This design comes from an exercise in tuning for a short achievable clock period and few clock cycles per item on the open sky130 flow, not from production work.
In this exercise RTL edits were held to simulation tests only and were not proved equivalent to the original.

## flow/fastroute.tcl

```tcl
# Global routing resources: keep more of met1 and met2 free for pin access
# than the platform's default, so the detailed router meets fewer shorts.
set_global_routing_layer_adjustment met1 0.45
set_global_routing_layer_adjustment met2 0.35
set_global_routing_layer_adjustment met3-met5 0.2

set_routing_layers -clock $::env(MIN_CLK_ROUTING_LAYER)-$::env(MAX_ROUTING_LAYER)
set_routing_layers -signal $::env(MIN_ROUTING_LAYER)-$::env(MAX_ROUTING_LAYER)
```

## constraint.sdc

```tcl
create_clock -name core_clock -period 10.0 [get_ports {clock}]
set_input_delay 2.0000 -clock core_clock [delete_from_list [all_inputs] [get_ports {clock}]]
set_output_delay 2.0000 -clock core_clock [all_outputs]
set_load 0.01 [all_outputs]
```

## design.v

```verilog
`timescale 1ns / 1ps
`default_nettype none
module bsa_ctrl (
   input  wire logic          clock,
   input  wire logic          reset,
   input  wire logic          req_tvalid,
   output logic               req_tready,
   input  wire logic          rsp_tvalid,
   input  wire logic          rsp_tready
);
   localparam int ADDR_BITS      = 48;
   localparam int COUNT_BITS     = 13;
   localparam int MAP_WORD_BITS  = 64;
   localparam int MAP_WORDS      = 64;
   localparam int MAX_SLOTS      = 4096;
   localparam int NUM_LOG2       = 13;    
   localparam int OUT_CREDITS    = 7;     
   localparam logic [1:0] ST_OK           = 2'd0;
   localparam logic [1:0] ST_FULL         = 2'd1;
   localparam logic [1:0] ST_BAD_ADDR     = 2'd2;
   localparam logic [1:0] ST_ALREADY_FREE = 2'd3;
   function automatic logic [63:0] prefix_or64(input logic [63:0] x);
      logic [63:0] r;
      r = x;
      for (int s = 1; s < 64; s = s * 2) begin
         r = r | (r << s);
      end
      prefix_or64 = r;
   endfunction
   function automatic logic [63:0] lowest_oh64(input logic [63:0] x);
      lowest_oh64 = x & ~(prefix_or64(x) << 1);
   endfunction
   function automatic logic [5:0] enc64(input logic [63:0] oh);
      enc64[0] = (oh & 64'hAAAA_AAAA_AAAA_AAAA) != '0;
      enc64[1] = (oh & 64'hCCCC_CCCC_CCCC_CCCC) != '0;
      enc64[2] = (oh & 64'hF0F0_F0F0_F0F0_F0F0) != '0;
      enc64[3] = (oh & 64'hFF00_FF00_FF00_FF00) != '0;
      enc64[4] = (oh & 64'hFFFF_0000_FFFF_0000) != '0;
      enc64[5] = (oh & 64'hFFFF_FFFF_0000_0000) != '0;
   endfunction
   function automatic logic [16:0] add16(input logic [15:0] a, input logic [15:0] b,
                                         input logic cin);
      logic [15:0] g;
      logic [15:0] p;
      logic [15:0] gg;
      logic [15:0] pp;
      g  = a & b;
      p  = a ^ b;
      gg = g;
      gg[0] = g[0] | (p[0] & cin);
      pp = p;
      for (int s = 1; s < 16; s = s * 2) begin
         gg = gg | (pp & (gg << s));
         pp = pp & ((pp << s) | ((16'd1 << s) - 16'd1));
      end
      add16 = {gg[15], p ^ {gg[14:0], cin}};
   endfunction
   function automatic logic [31:0] inc32(input logic [31:0] x);
      logic [31:0] r;
      r = x;
      for (int s = 1; s < 32; s = s * 2) begin
         r = r & ((r << s) | ((32'd1 << s) - 32'd1));
      end
      inc32 = x ^ {r[30:0], 1'b1};
   endfunction
   function automatic logic [12:0] inc13(input logic [12:0] x);
      logic [12:0] r;
      r = x;
      for (int s = 1; s < 13; s = s * 2) begin
         r = r & ((r << s) | ((13'd1 << s) - 13'd1));
      end
      inc13 = x ^ {r[11:0], 1'b1};
   endfunction
   function automatic logic [12:0] dec13(input logic [12:0] x);
      logic [12:0] r;
      r = x;
      for (int s = 1; s < 13; s = s * 2) begin
         r = r | (r << s);
      end
      dec13 = x ^ {~r[11:0], 1'b1};
   endfunction
   function automatic logic [3:0] eff_k(input logic [4:0] v);
      logic [3:0] r;
      if (v < 5'd4) r = 4'd0;
      else if (v > 5'd16) r = 4'd12;
      else r = 4'(v - 5'd4);
      eff_k = r;
   endfunction
   logic [3:0] owed_ff;
   logic [3:0] owed_in;
   always_comb begin
      owed_in = owed_ff;
      if (req_tvalid && req_tready) owed_in = owed_in + 4'd1;
      if (rsp_tvalid && rsp_tready) owed_in = owed_in - 4'd1;
   end
   always_ff @(posedge clock) begin
      if (reset) begin
         owed_ff    <= '0;
         req_tready <= 1'b1;
      end else begin
         owed_ff    <= owed_in;
         req_tready <= owed_in < 4'(OUT_CREDITS);
      end
   end
endmodule
`default_nettype wire
`timescale 1ns / 1ps
`default_nettype none
module bsa_datapath (
   input  wire logic                      clock,
   input  wire logic                      reset,
   input  wire logic                      req_take,
   input  wire logic                      csr_valid,
   input  wire logic [0:0]                csr_index,
   input  wire logic [47:0]               csr_data,
   input  wire logic                      req_op,
   input  wire logic [47:0]               req_addr,
   output logic                           rsp_tvalid,
   input  wire logic                      rsp_tready,
   output logic [63:0]                    rsp_tdata,
   output logic [1:0]                     rsp_tuser
);
   localparam int ADDR_BITS      = 48;
   localparam int COUNT_BITS     = 13;
   localparam int MAP_WORD_BITS  = 64;
   localparam int MAP_WORDS      = 64;
   localparam int MAX_SLOTS      = 4096;
   localparam int NUM_LOG2       = 13;    
   localparam int OUT_CREDITS    = 7;     
   localparam logic [1:0] ST_OK           = 2'd0;
   localparam logic [1:0] ST_FULL         = 2'd1;
   localparam logic [1:0] ST_BAD_ADDR     = 2'd2;
   localparam logic [1:0] ST_ALREADY_FREE = 2'd3;
   function automatic logic [63:0] prefix_or64(input logic [63:0] x);
      logic [63:0] r;
      r = x;
      for (int s = 1; s < 64; s = s * 2) begin
         r = r | (r << s);
      end
      prefix_or64 = r;
   endfunction
   function automatic logic [63:0] lowest_oh64(input logic [63:0] x);
      lowest_oh64 = x & ~(prefix_or64(x) << 1);
   endfunction
   function automatic logic [5:0] enc64(input logic [63:0] oh);
      enc64[0] = (oh & 64'hAAAA_AAAA_AAAA_AAAA) != '0;
      enc64[1] = (oh & 64'hCCCC_CCCC_CCCC_CCCC) != '0;
      enc64[2] = (oh & 64'hF0F0_F0F0_F0F0_F0F0) != '0;
      enc64[3] = (oh & 64'hFF00_FF00_FF00_FF00) != '0;
      enc64[4] = (oh & 64'hFFFF_0000_FFFF_0000) != '0;
      enc64[5] = (oh & 64'hFFFF_FFFF_0000_0000) != '0;
   endfunction
   function automatic logic [16:0] add16(input logic [15:0] a, input logic [15:0] b,
                                         input logic cin);
      logic [15:0] g;
      logic [15:0] p;
      logic [15:0] gg;
      logic [15:0] pp;
      g  = a & b;
      p  = a ^ b;
      gg = g;
      gg[0] = g[0] | (p[0] & cin);
      pp = p;
      for (int s = 1; s < 16; s = s * 2) begin
         gg = gg | (pp & (gg << s));
         pp = pp & ((pp << s) | ((16'd1 << s) - 16'd1));
      end
      add16 = {gg[15], p ^ {gg[14:0], cin}};
   endfunction
   function automatic logic [31:0] inc32(input logic [31:0] x);
      logic [31:0] r;
      r = x;
      for (int s = 1; s < 32; s = s * 2) begin
         r = r & ((r << s) | ((32'd1 << s) - 32'd1));
      end
      inc32 = x ^ {r[30:0], 1'b1};
   endfunction
   function automatic logic [12:0] inc13(input logic [12:0] x);
      logic [12:0] r;
      r = x;
      for (int s = 1; s < 13; s = s * 2) begin
         r = r & ((r << s) | ((13'd1 << s) - 13'd1));
      end
      inc13 = x ^ {r[11:0], 1'b1};
   endfunction
   function automatic logic [12:0] dec13(input logic [12:0] x);
      logic [12:0] r;
      r = x;
      for (int s = 1; s < 13; s = s * 2) begin
         r = r | (r << s);
      end
      dec13 = x ^ {~r[11:0], 1'b1};
   endfunction
   function automatic logic [3:0] eff_k(input logic [4:0] v);
      logic [3:0] r;
      if (v < 5'd4) r = 4'd0;
      else if (v > 5'd16) r = 4'd12;
      else r = 4'(v - 5'd4);
      eff_k = r;
   endfunction
   logic [47:0]          base_ff;
   logic [31:0]          bh1_ff;       
   logic                 bh_top_ff;    
   logic [NUM_LOG2-1:0]  lsel_ff;      
   logic                 clr_ff;       
   logic [63:0]          wfull_ff;     
   logic [63:0]          fill0_ff;     
   logic [COUNT_BITS-1:0] fill_n_ff;   
   logic [3:0]           new_k;
   logic                 wr_base;
   logic                 wr_log2;
   assign new_k   = reset ? 4'd0 : eff_k(csr_data[4:0]);
   assign wr_base = csr_valid && csr_index[0];
   assign wr_log2 = csr_valid && !csr_index[0];
   always_ff @(posedge clock) begin
      if (reset) begin
         base_ff   <= '0;
         bh1_ff    <= 32'd1;
         bh_top_ff <= 1'b0;
         lsel_ff   <= NUM_LOG2'(1);
      end else begin
         if (wr_base) begin
            base_ff   <= csr_data;
            bh1_ff    <= inc32(csr_data[47:16]);
            bh_top_ff <= &csr_data[47:16];
         end
         if (wr_log2) begin
            lsel_ff   <= NUM_LOG2'(1) << new_k;
         end
      end
      clr_ff    <= reset || wr_log2;
      fill_n_ff <= COUNT_BITS'(MAX_SLOTS >> new_k);
      if (new_k <= 4'd6) begin
         wfull_ff <= (64'd1 << (7'd64 >> new_k)) - 64'd1;
         fill0_ff <= '1;
      end else begin
         wfull_ff <= 64'd1;
         fill0_ff <= (64'd1 << (7'd64 >> (new_k - 4'd6))) - 64'd1;
      end
   end
   logic                 s0_v;
   logic                 s0_op;
   logic [16:0]          s0_dif;       
   logic                 s0_eqh;
   logic                 s0_eqh1;
   always_ff @(posedge clock) begin
      s0_op   <= req_op;
      s0_dif  <= add16(req_addr[15:0], ~base_ff[15:0], 1'b1);
      s0_eqh  <= req_addr[47:16] == base_ff[47:16];
      s0_eqh1 <= !bh_top_ff && (req_addr[47:16] == bh1_ff);
      if (reset) s0_v <= 1'b0;
      else       s0_v <= req_take;
   end
   logic                 d_v;
   logic                 d_op;
   logic                 d_bad;
   logic [63:0]          d_wm;         
   logic [63:0]          d_wge;        
   logic [63:0]          d_bm;         
   logic [5:0]           d_jb;
   logic                 in_rng;
   logic [15:0]          amask;
   logic [11:0]          jx;
   logic                 bad_c;
   always_comb begin
      in_rng = s0_dif[16] ? s0_eqh : s0_eqh1;
      amask  = '0;
      jx     = '0;
      for (int k = 0; k < NUM_LOG2; k++) begin
         amask = amask | (lsel_ff[k] ? 16'((32'd1 << (k + 4)) - 32'd1) : 16'd0);
         jx    = jx | (lsel_ff[k] ? 12'(s0_dif[15:0] >> (k + 4)) : 12'd0);
      end
      bad_c = !in_rng || ((s0_dif[15:0] & amask) != '0);
   end
   always_ff @(posedge clock) begin
      d_op  <= s0_op;
      d_bad <= bad_c;
      d_wm  <= 64'd1 << jx[11:6];
      d_wge <= prefix_or64(64'd1 << jx[11:6]);
      d_bm  <= 64'd1 << jx[5:0];
      d_jb  <= jx[5:0];
      if (reset) d_v <= 1'b0;
      else       d_v <= s0_v;
   end
   logic [4095:0]        map_ff;       
   logic [63:0]          ne_ff;        
   logic [63:0]          ne2_ff;       
   logic [383:0]         lb_ff;        
   logic [63:0]          sel_ff;       
   logic [63:0]          sge_ff;       
   logic [63:0]          sel_in;
   logic [63:0]          sge_in;
   logic [63:0]          nxt;          
   logic                 keep;         
   logic                 below;        
   logic                 full;
   logic [5:0]           a_word;
   logic [5:0]           a_bit;
   logic [63:0]          row_hit;
   logic                 do_alloc;
   logic                 do_rel;
   logic [383:0]         lb_pick;
   always_comb begin
      full     = sel_ff == '0;
      a_word   = enc64(sel_ff);
      a_bit    = '0;
      for (int w = 0; w < MAP_WORDS; w++) begin
         a_bit = a_bit | lb_pick[w*6 +: 6];
      end
      do_alloc = d_v && !d_op;
      do_rel   = d_v && d_op && !d_bad;
      nxt      = ne_ff & ~sel_ff;
      keep     = (sel_ff & ne2_ff) != '0;
      below    = (d_wm & ~sge_ff) != '0;
      sel_in   = sel_ff;
      sge_in   = sge_ff;
      if (clr_ff) begin
         sel_in = 64'd1;
         sge_in = '1;
      end else if (do_alloc) begin
         if (!keep) begin
            sel_in = lowest_oh64(nxt);
            sge_in = prefix_or64(nxt);
         end
      end else if (do_rel) begin
         if (below) begin
            sel_in = d_wm;
            sge_in = d_wge;
         end
      end
   end
   always_ff @(posedge clock) begin
      sel_ff <= sel_in;
      sge_ff <= sge_in;
   end
   for (genvar w = 0; w < MAP_WORDS; w++) begin : g_word
      logic [63:0] word;
      logic [5:0]  lb;
      logic [63:0] lbd;
      logic [63:0] rest;
      logic        rest_any;
      logic        rest_two;
      logic [5:0]  sec;
      logic [63:0] fill;
      logic        al;
      logic        rl;
      assign word = map_ff[w*64 +: 64];
      assign lb   = lb_ff[w*6 +: 6];
      assign lbd  = 64'd1 << lb;
      assign rest = word & ~lbd;
      assign fill = (w == 0) ? fill0_ff : {64{wfull_ff[w]}};
      assign lb_pick[w*6 +: 6] = sel_ff[w] ? lb : 6'd0;
      assign row_hit[w] = (word & d_bm) != '0;
      assign al   = do_alloc && sel_ff[w];
      assign rl   = do_rel && d_wm[w];
      bsa_lowest64 u_sec (
         .x   (rest),
         .any (rest_any),
         .two (rest_two),
         .idx (sec)
      );
      for (genvar b = 0; b < 64; b++) begin : g_bit
         always_ff @(posedge clock) begin
            if (clr_ff || (al && lbd[b]) || (rl && d_bm[b])) begin
               map_ff[w*64 + b] <= clr_ff ? fill[b] : d_op;
            end
         end
      end
      always_ff @(posedge clock) begin
         if (clr_ff) begin
            ne_ff[w]        <= fill[0];
            ne2_ff[w]       <= fill[1];
            lb_ff[w*6 +: 6] <= '0;
         end else if (al) begin
            ne_ff[w]        <= rest_any;
            ne2_ff[w]       <= rest_two;
            lb_ff[w*6 +: 6] <= sec;
         end else if (rl) begin
            ne_ff[w]        <= 1'b1;
            ne2_ff[w]       <= ne2_ff[w] || (ne_ff[w] && !row_hit[w]);
            lb_ff[w*6 +: 6] <= (ne_ff[w] && (lb < d_jb)) ? lb : d_jb;
         end
      end
   end
   logic                 e_v;
   logic                 e_op;
   logic                 e_full;
   logic                 e_bad;
   logic [63:0]          e_row;        
   logic [63:0]          e_wm;
   logic                 e_afree;
   logic [11:0]          e_idx;
   always_ff @(posedge clock) begin
      e_op    <= d_op;
      e_full  <= full;
      e_bad   <= d_bad;
      e_row   <= row_hit;
      e_wm    <= d_wm;
      e_idx   <= {a_word, a_bit};
      if (reset) e_v <= 1'b0;
      else       e_v <= d_v;
   end
   logic [COUNT_BITS-1:0] total_ff;
   logic [COUNT_BITS-1:0] total_in;
   logic                  r_inc;
   logic                  r_dec;
   logic [1:0]            r_st;
   logic [15:0]           r_sh;
   logic [16:0]           r_lo;
   logic [47:0]           r_addr;
   logic                  f_v;
   logic [62:0]           f_rsp;       
   assign e_afree = (e_row & e_wm) != '0;
   always_comb begin
      r_dec = !e_op && !e_full;
      r_inc = e_op && !e_bad && !e_afree;
      if (!e_op) r_st = e_full ? ST_FULL : ST_OK;
      else       r_st = e_bad ? ST_BAD_ADDR : (e_afree ? ST_ALREADY_FREE : ST_OK);
      if (r_dec)      total_in = dec13(total_ff);
      else if (r_inc) total_in = inc13(total_ff);
      else            total_in = total_ff;
      r_sh = '0;
      for (int k = 0; k < NUM_LOG2; k++) begin
         r_sh = r_sh | (lsel_ff[k] ? 16'({e_idx, 4'd0} << k) : 16'd0);
      end
      r_lo   = add16(base_ff[15:0], r_sh, 1'b0);
      r_addr = r_dec ? {(r_lo[16] ? bh1_ff : base_ff[47:16]), r_lo[15:0]} : '0;
   end
   always_ff @(posedge clock) begin
      if (clr_ff) begin
         total_ff <= fill_n_ff;
      end else if (e_v) begin
         total_ff <= total_in;
      end
      f_rsp <= {r_st, total_in, r_addr};
      if (reset) f_v <= 1'b0;
      else       f_v <= e_v;
   end
   localparam int QD = OUT_CREDITS - 1;
   logic                 out_v;
   logic [62:0]          hd_q;
   logic [62:0]          hd_in;
   logic [62:0]          out_q;
   logic [62:0]          fq [QD];
   logic [2:0]           fq_rd;
   logic [2:0]           fq_wr;
   logic [2:0]           fq_n;
   logic                 out_free;
   assign out_free = !out_v || rsp_tready;
   always_ff @(posedge clock) begin
      if (reset) begin
         out_v <= 1'b0;
         fq_rd <= '0;
         fq_wr <= '0;
         fq_n  <= '0;
      end else begin
         if (out_free) begin
            if (fq_n != '0) begin
               out_v <= 1'b1;
               fq_rd <= (fq_rd == 3'(QD - 1)) ? 3'd0 : fq_rd + 3'd1;
               if (!f_v) fq_n <= fq_n - 3'd1;
            end else begin
               out_v <= f_v;
            end
         end
         if (f_v && !(out_free && fq_n == '0)) begin
            fq_wr <= (fq_wr == 3'(QD - 1)) ? 3'd0 : fq_wr + 3'd1;
            if (!(out_free && fq_n != '0)) fq_n <= fq_n + 3'd1;
         end
      end
   end
   always_comb begin
      hd_in = hd_q;
      if (out_free) begin
         if (fq_n != '0) hd_in = fq[fq_rd];
         else            hd_in = f_rsp;
      end
   end
   always_ff @(posedge clock) begin
      hd_q <= hd_in;
      if (reset) out_q <= '0;
      else       out_q <= hd_in;
      if (f_v && !(out_free && fq_n == '0)) begin
         fq[fq_wr] <= f_rsp;
      end
   end
   assign rsp_tvalid = out_v;
   assign rsp_tdata  = {3'b000, out_q[60:0]};
   assign rsp_tuser  = out_q[62:61];
endmodule
module bsa_lowest64 (
   input  wire logic [63:0] x,
   output logic             any,
   output logic             two,
   output logic [5:0]       idx
);
   logic [63:0]  v0;
   logic [31:0]  v1;
   logic [15:0]  v2;
   logic [7:0]   v3;
   logic [3:0]   v4;
   logic [1:0]   v5;
   logic [31:0]  m1;
   logic [15:0]  m2;
   logic [7:0]   m3;
   logic [3:0]   m4;
   logic [1:0]   m5;
   logic [31:0]  i1;
   logic [31:0]  i2;
   logic [23:0]  i3;
   logic [15:0]  i4;
   logic [9:0]   i5;
   assign v0 = x;
   for (genvar n = 0; n < 32; n++) begin : g1
      assign v1[n] = v0[2*n] | v0[2*n+1];
      assign m1[n] = v0[2*n] & v0[2*n+1];
      assign i1[n] = !v0[2*n];
   end
   for (genvar n = 0; n < 16; n++) begin : g2
      assign v2[n] = v1[2*n] | v1[2*n+1];
      assign m2[n] = m1[2*n] | m1[2*n+1] | (v1[2*n] & v1[2*n+1]);
      assign i2[n*2 +: 2] = v1[2*n] ? {1'b0, i1[2*n]} : {1'b1, i1[2*n+1]};
   end
   for (genvar n = 0; n < 8; n++) begin : g3
      assign v3[n] = v2[2*n] | v2[2*n+1];
      assign m3[n] = m2[2*n] | m2[2*n+1] | (v2[2*n] & v2[2*n+1]);
      assign i3[n*3 +: 3] = v2[2*n] ? {1'b0, i2[2*n*2 +: 2]} : {1'b1, i2[(2*n+1)*2 +: 2]};
   end
   for (genvar n = 0; n < 4; n++) begin : g4
      assign v4[n] = v3[2*n] | v3[2*n+1];
      assign m4[n] = m3[2*n] | m3[2*n+1] | (v3[2*n] & v3[2*n+1]);
      assign i4[n*4 +: 4] = v3[2*n] ? {1'b0, i3[2*n*3 +: 3]} : {1'b1, i3[(2*n+1)*3 +: 3]};
   end
   for (genvar n = 0; n < 2; n++) begin : g5
      assign v5[n] = v4[2*n] | v4[2*n+1];
      assign m5[n] = m4[2*n] | m4[2*n+1] | (v4[2*n] & v4[2*n+1]);
      assign i5[n*5 +: 5] = v4[2*n] ? {1'b0, i4[2*n*4 +: 4]} : {1'b1, i4[(2*n+1)*4 +: 4]};
   end
   assign any = v5[0] | v5[1];
   assign two = m5[0] | m5[1] | (v5[0] & v5[1]);
   assign idx = v5[0] ? {1'b0, i5[4:0]} : {1'b1, i5[9:5]};
endmodule
`default_nettype wire
`timescale 1ns / 1ps
`default_nettype none
module bitmap_slot_allocator_unit (
   input  wire logic                      clock,
   input  wire logic                      reset,
   input  wire logic                      req_tvalid,
   output logic                           req_tready,
   input  wire logic [47:0]               req_tdata,    
   input  wire logic                      req_tuser,    
   output logic                           rsp_tvalid,
   input  wire logic                      rsp_tready,
   output logic [63:0]                    rsp_tdata,    
   output logic [1:0]                     rsp_tuser,    
   input  wire logic                      csr_valid,
   output logic                           csr_ready,
   input  wire logic [0:0]                csr_index,
   input  wire logic [47:0]               csr_data
);
   assign csr_ready = 1'b1;
   bsa_ctrl u_ctrl (
      .clock      (clock),
      .reset      (reset),
      .req_tvalid (req_tvalid),
      .req_tready (req_tready),
      .rsp_tvalid (rsp_tvalid),
      .rsp_tready (rsp_tready)
   );
   bsa_datapath u_datapath (
      .clock      (clock),
      .reset      (reset),
      .req_take   (req_tvalid && req_tready),
      .csr_valid  (csr_valid),
      .csr_index  (csr_index),
      .csr_data   (csr_data),
      .req_op     (req_tuser),
      .req_addr   (req_tdata),
      .rsp_tvalid (rsp_tvalid),
      .rsp_tready (rsp_tready),
      .rsp_tdata  (rsp_tdata),
      .rsp_tuser  (rsp_tuser)
   );
endmodule
`default_nettype wire
   localparam int ADDR_BITS      = 48;
   localparam int COUNT_BITS     = 13;
   localparam int MAP_WORD_BITS  = 64;
   localparam int MAP_WORDS      = 64;
   localparam int MAX_SLOTS      = 4096;
   localparam int NUM_LOG2       = 13;    
   localparam int OUT_CREDITS    = 7;     
   localparam logic [1:0] ST_OK           = 2'd0;
   localparam logic [1:0] ST_FULL         = 2'd1;
   localparam logic [1:0] ST_BAD_ADDR     = 2'd2;
   localparam logic [1:0] ST_ALREADY_FREE = 2'd3;
   function automatic logic [63:0] prefix_or64(input logic [63:0] x);
      logic [63:0] r;
      r = x;
      for (int s = 1; s < 64; s = s * 2) begin
         r = r | (r << s);
      end
      prefix_or64 = r;
   endfunction
   function automatic logic [63:0] lowest_oh64(input logic [63:0] x);
      lowest_oh64 = x & ~(prefix_or64(x) << 1);
   endfunction
   function automatic logic [5:0] enc64(input logic [63:0] oh);
      enc64[0] = (oh & 64'hAAAA_AAAA_AAAA_AAAA) != '0;
      enc64[1] = (oh & 64'hCCCC_CCCC_CCCC_CCCC) != '0;
      enc64[2] = (oh & 64'hF0F0_F0F0_F0F0_F0F0) != '0;
      enc64[3] = (oh & 64'hFF00_FF00_FF00_FF00) != '0;
      enc64[4] = (oh & 64'hFFFF_0000_FFFF_0000) != '0;
      enc64[5] = (oh & 64'hFFFF_FFFF_0000_0000) != '0;
   endfunction
   function automatic logic [16:0] add16(input logic [15:0] a, input logic [15:0] b,
                                         input logic cin);
      logic [15:0] g;
      logic [15:0] p;
      logic [15:0] gg;
      logic [15:0] pp;
      g  = a & b;
      p  = a ^ b;
      gg = g;
      gg[0] = g[0] | (p[0] & cin);
      pp = p;
      for (int s = 1; s < 16; s = s * 2) begin
         gg = gg | (pp & (gg << s));
         pp = pp & ((pp << s) | ((16'd1 << s) - 16'd1));
      end
      add16 = {gg[15], p ^ {gg[14:0], cin}};
   endfunction
   function automatic logic [31:0] inc32(input logic [31:0] x);
      logic [31:0] r;
      r = x;
      for (int s = 1; s < 32; s = s * 2) begin
         r = r & ((r << s) | ((32'd1 << s) - 32'd1));
      end
      inc32 = x ^ {r[30:0], 1'b1};
   endfunction
   function automatic logic [12:0] inc13(input logic [12:0] x);
      logic [12:0] r;
      r = x;
      for (int s = 1; s < 13; s = s * 2) begin
         r = r & ((r << s) | ((13'd1 << s) - 13'd1));
      end
      inc13 = x ^ {r[11:0], 1'b1};
   endfunction
   function automatic logic [12:0] dec13(input logic [12:0] x);
      logic [12:0] r;
      r = x;
      for (int s = 1; s < 13; s = s * 2) begin
         r = r | (r << s);
      end
      dec13 = x ^ {~r[11:0], 1'b1};
   endfunction
   function automatic logic [3:0] eff_k(input logic [4:0] v);
      logic [3:0] r;
      if (v < 5'd4) r = 4'd0;
      else if (v > 5'd16) r = 4'd12;
      else r = 4'(v - 5'd4);
      eff_k = r;
   endfunction
```

## standard.sh

```bash
#!/bin/bash
# synth_recipe.tcl (not shown) runs the flow's synth.tcl, then flattens the netlist and writes it again
# the make line also repeats each setting of config.mk as NAME=value (left out here)
make -C /OpenROAD-flow-scripts/flow DESIGN_CONFIG=/design/flow/config.mk WORK_HOME=/design/flow/orfs CLKGATE_MAP_FILE= SYNTH_SCRIPT=/design/flow/synth_recipe.tcl "${@:-finish}"
```

## flow/run.sh

```bash
#!/bin/bash
set -euo pipefail
here=$(pwd)
bash standard.sh synth > synth.log 2>&1
bash standard.sh SETUP_SLACK_MARGIN=6.3 FASTROUTE_TCL="$here/flow/fastroute.tcl" finish > layout.log 2>&1
```

## config.mk

```make
export PLATFORM = sky130hd
export DESIGN_NAME = bitmap_slot_allocator_unit
export DESIGN_NICKNAME = bitmap_slot_allocator_unit
export VERILOG_FILES = /design/flow/design.v
export SDC_FILE = /design/flow/constraint.sdc
export NUM_CORES = 4
export LEC_CHECK = 0
export ABC_CLOCK_PERIOD_IN_PS = 3000
export CAP_MARGIN = 20
export CORE_MARGIN = 2
export CORE_UTILIZATION = 35
export CTS_CLUSTER_DIAMETER = 200
export CTS_CLUSTER_SIZE = 16
export PLACE_DENSITY = 0.42
export SLEW_MARGIN = 20
```

==> results.py <==
metrics = {
    "status": {
        "status": "no timing/DRC/antenna violations",
    },
    "critical_path": {
        "startpoint": "u_datapath.sel_ff[52]",
        "reg2reg_slack_ns": 5.85,
        "rr_worst_depth": 5,
        "cp-end-kind": "flip-flop",
        "arrival_ns": 5.24,
        "start_kind": "flip-flop",
        "worstReg2RegStart": "u_datapath.sel_ff[52]",
        "path_class": "reg -> reg",
        "cp_max_fo": 12,
        "reg2reg_to": "u_datapath.e_idx[5]",
        "cp.required_ns": 11.08,
    },
    "drt": {
        "viasPerCell": 7.34,
        "vias": 516000,
        "first_pass_iters": 7,
        "drcViolationCount": 0,
        "drt_iter0_markers": 55300,
        "ant_nets": 0,
        "drt-wirelength-per-cell_um": 45.9,
        "wirelength_um": 3230000,
    },
    "clock_network": {
        "path_clk_slew_ns": 0.09,
        "cts-root-buf": "clkbuf_16",
        "cts_buffers": 417,
        "cts_sinks": 5934,
        "clk_latency_ns": 1.36,
        "h-tree-depth": 5,
        "clk_path_buf_depth": 5,
        "cts_tree": "done",
        "cts_hold_buf": 0,
    },
    "job": {
        "maxCapViolations": 0,
    },
    "hold_path": {
        "min_path_type": "reg -> reg",
        "hold_end": "u_datapath.e_wm[52]",
        "whs_path_depth": 0,
        "hp-start": "u_datapath.d_wm[52]",
    },
    "power_and_ir_drop": {
        "power_frac_clock_pct": 25.3,
        "power_per_cell_area_nw_per_um2": 148,
        "leakage_nw": 165,
        "comb_power_share_pct": 26.7,
        "switching_share_pct": 40.7,
        "ir_drop_mv": 0.208,
        "power_mw": 74.0,
        "p_sw_mw": 30.2,
        "p_int_mw": 43.9,
        "p_seq_share_pct": 48.0,
    },
    "global_route": {
        "grt_first_pass_wirelength_um": 4290000,
        "grt_usage_pct": 57.7,
        "grt_pass1_vias": 492000,
        "grt-ovfl-total": 0,
        "antenna_found_initial": 582,
        "grt_max_degree": 163,
    },
    "die": {
        "start_util_pct": 35.0,
        "fp.dieH_um": 1130,
        "dieArea_um2": 1270000,
        "die_x_um": 1130,
        "io_pins": 172,
        "core-area_um2": 1260000,
        "rows": 413,
    },
    "place": {
        "place_inst": 67700,
        "dp_hpwl_um": 2220000,
        "gp_congestion": 1.09,
        "port_buffers": 167,
    },
    "yosys": {
        "post_synth_inst_count": 53600,
        "syn_area_um2": 443000,
        "synth-edff-count": 4615,
        "async_reset_ff_share_pct": 0,
        "yosysWarnings": 2,
        "syn_area_per_cell_um2": 8.26,
        "yosysSeqAreaShare_pct": 37.3,
        "synth_cell_type_count": 136,
        "ys_seq_elements": 5934,
        "ys_dominant_reg_cell": "edfxtp_1",
    },
    "sta": {
        "slew_headroom_pct": 10.4,
        "skew_ns": 0.140,
        "period_needed_ns": 4.15,
        "holdWs_ns": 0.314,
        "fin_crit_sh_pct": 41.5,
        "fmaxAchievable_mhz": 241,
        "worst_slew_pin_slew_ns": 1.34,
        "setup_viol": 0,
        "fin_setup_tns_ns": 0,
        "rsz0062_at_grt": "yes",
        "hold_violations": 0,
        "slew_violations": 0,
    },
    "layout": {
        "area_growth_pct": 13.1,
        "drive_gt1_share_pct": 12.1,
        "fillers": 128000,
        "fin_nets": 52600,
        "stdcell_count": 70300,
    },
}
[final cells by class]
type	count	area [um2]	share of cell area, %
multi-input cells	41500	264000	52.8
repair buffers	3037	29400	5.87
inverters	1265	4970	0.993
repair inverters	4	26.3	0.00525
well taps	16800	21000	4.20
diodes	1052	2630	0.526
clock buffers	740	11800	2.35
flip-flops and latches	5934	166000	33.2
clock inverters	23	479	0.0958
[worst max-delay path by stage]
stage / to / slack [ns] / cells after the start
after floorplan: u_datapath.fq[0][0] / 4.86 / 6
after global placement: u_datapath.e_idx[0] / 3.06 / 6
after detailed placement: u_datapath.wfull_ff[34] / 4.01 / 11
after CTS: u_datapath.sel_ff[57] / 6.15 / 13
after global routing: u_datapath.ne2_ff[46] / 6.10 / 10
final: u_datapath.e_idx[5] / 5.85 / 5
[metrics by stage]
stage | instance area (um2) | util [%] | setup slack [ns]
CTS | 489000 | 38.7 | 6.15
detailed placement | 466000 | 36.9 | 4.01
global placement | 465000 | 36.8 | 3.06
global route | 499000 | 39.5 | 6.10
floorplan | 443000 | - | 4.86
finish | 500000 | 39.6 | 5.85
[sequential cells by signal, indices dropped and copies added, names as in the netlist, 64 cells and up, named ones only]
signal	flops
u_datapath.fq	378
u_datapath.e_wm	64
u_datapath.e_row	64
u_datapath.d_bm	64
u_datapath.fill0_ff	64
u_datapath.sge_ff	64
u_datapath.ne_ff	64
u_datapath.d_wge	64
u_datapath.map_ff	4096
u_datapath.lb_ff	384
u_datapath.ne2_ff	64
[critical path, cell delays in order (launching register included)]
cell and delay [ns]:
dfxtp_1 0.69, buf_4 0.44, a22o_1 0.50, a221oi_4 1.05, nand4_1 0.41, or4_4 0.82
[timing repair]
item	4_1_cts	5_1_grt
endpoints found under the setup margin	5890	1453
setup buffers	416	337
pin swaps	97	134
cloned	25	16
resized for setup	2095	1302
[synth_stat cells (1047+ instances only)]
cell         n  area [um2]
o21ai_0   6292       31500
a21oi_1   5191       26000
nand2_1   5125       19200
edfxtp_1  4615      139000
clkbuf_1  4302       16100
nor2_1    3500       13100
a31oi_1   1384        8660
dfxtp_1   1319       26400
a221o_1   1251       12500
inv_1     1250        4690
nand3_1   1235        6180
a221oi_1  1134        9930
o211ai_1  1047        7860
[power by group through the flow]
| stage | registers (mW) | logic, mW | clock network [mW] |
|---|---|---|---|
| after detailed placement | 35.7 | 17.6 | 0 |
| after global routing | 35.5 | 20.5 | 19.4 |
| after CTS | 35.0 | 18.3 | 18.6 |
| final | 35.5 | 19.8 | 18.7 |
| after floorplan | 32.3 | 9.91 | 0 |
| after global placement | 35.7 | 17.5 | 0 |
[layer usage]
| layer | track usage [%] | part of all wire [%] | vias up |
|---|---|---|---|
| met5 | 7.08 | 0.39 | - |
| met4 | 51.7 | 11 | 461 |
| met3 | 42.2 | 17 | 13600 |
| met2 | 72.3 | 38 | 43900 |
| met1 | 67.6 | 34 | 250000 |
| li1 | - | - | 208000 |
[logic make-up after synthesis]
kind of cell | synth area share (%)
flip-flops | 37.3
adder cells (fa/ha/maj) | 1.21
buffers and inverters | 5.36
other | 0.00170
AO/OA/AOI/OAI | 35.4
multiplexers | 1.68
XOR/XNOR | 0.265
AND/OR/NAND/NOR | 18.8
[layout by cell type (no fill, tap or decap), types with 872 or more instances in the layout]
| master | instances |
|---|---|
| dfxtp_1 | 918 |
| a22o_1 | 1003 |
| edfxtp_1 | 4615 |
| a21oi_1 | 5175 |
| a31oi_1 | 1365 |
| a221oi_1 | 1085 |
| nand3_1 | 1178 |
| nand2_1 | 4995 |
| buf_4 | 2177 |
| o21ai_0 | 6021 |
| a221o_1 | 1251 |
| diode_2 | 1052 |
| a22oi_1 | 872 |
| inv_1 | 1225 |
| nor2_1 | 3399 |
| o211ai_1 | 1047 |
Testbench counts, summed over its fixed seeds: cycles 14,736, items 14,400.

-- static timing again, ports no longer ideal --
Ports are ideal in the flow. The routed layout listed here was re-timed in OpenROAD.
Step 1 assumes that a clkbuf_16 drives the clock port and a buf_2 every other input.
Step 2 times the ports against the registers' clock, not the clock port: input delays grow and output delays shrink by t, the midpoint of the rising clock arrivals with the driver on.
Three values: ideal, step 1, step 2; two values: the first two.
shift t [ns]: 1.464
setup WS [ns]: 5.846 / 5.846 / 5.053
hold WS [ns]: 0.314 / 0.314 / 0.314
worst setup path after step 2: input to register
worst register clock-pin slew, ns: 0.12 / 0.12
After both steps setup and hold are still met in this run. For this run, drivers alone change the setup slack by 0.000 ns; drivers and shift together by -0.793 ns.
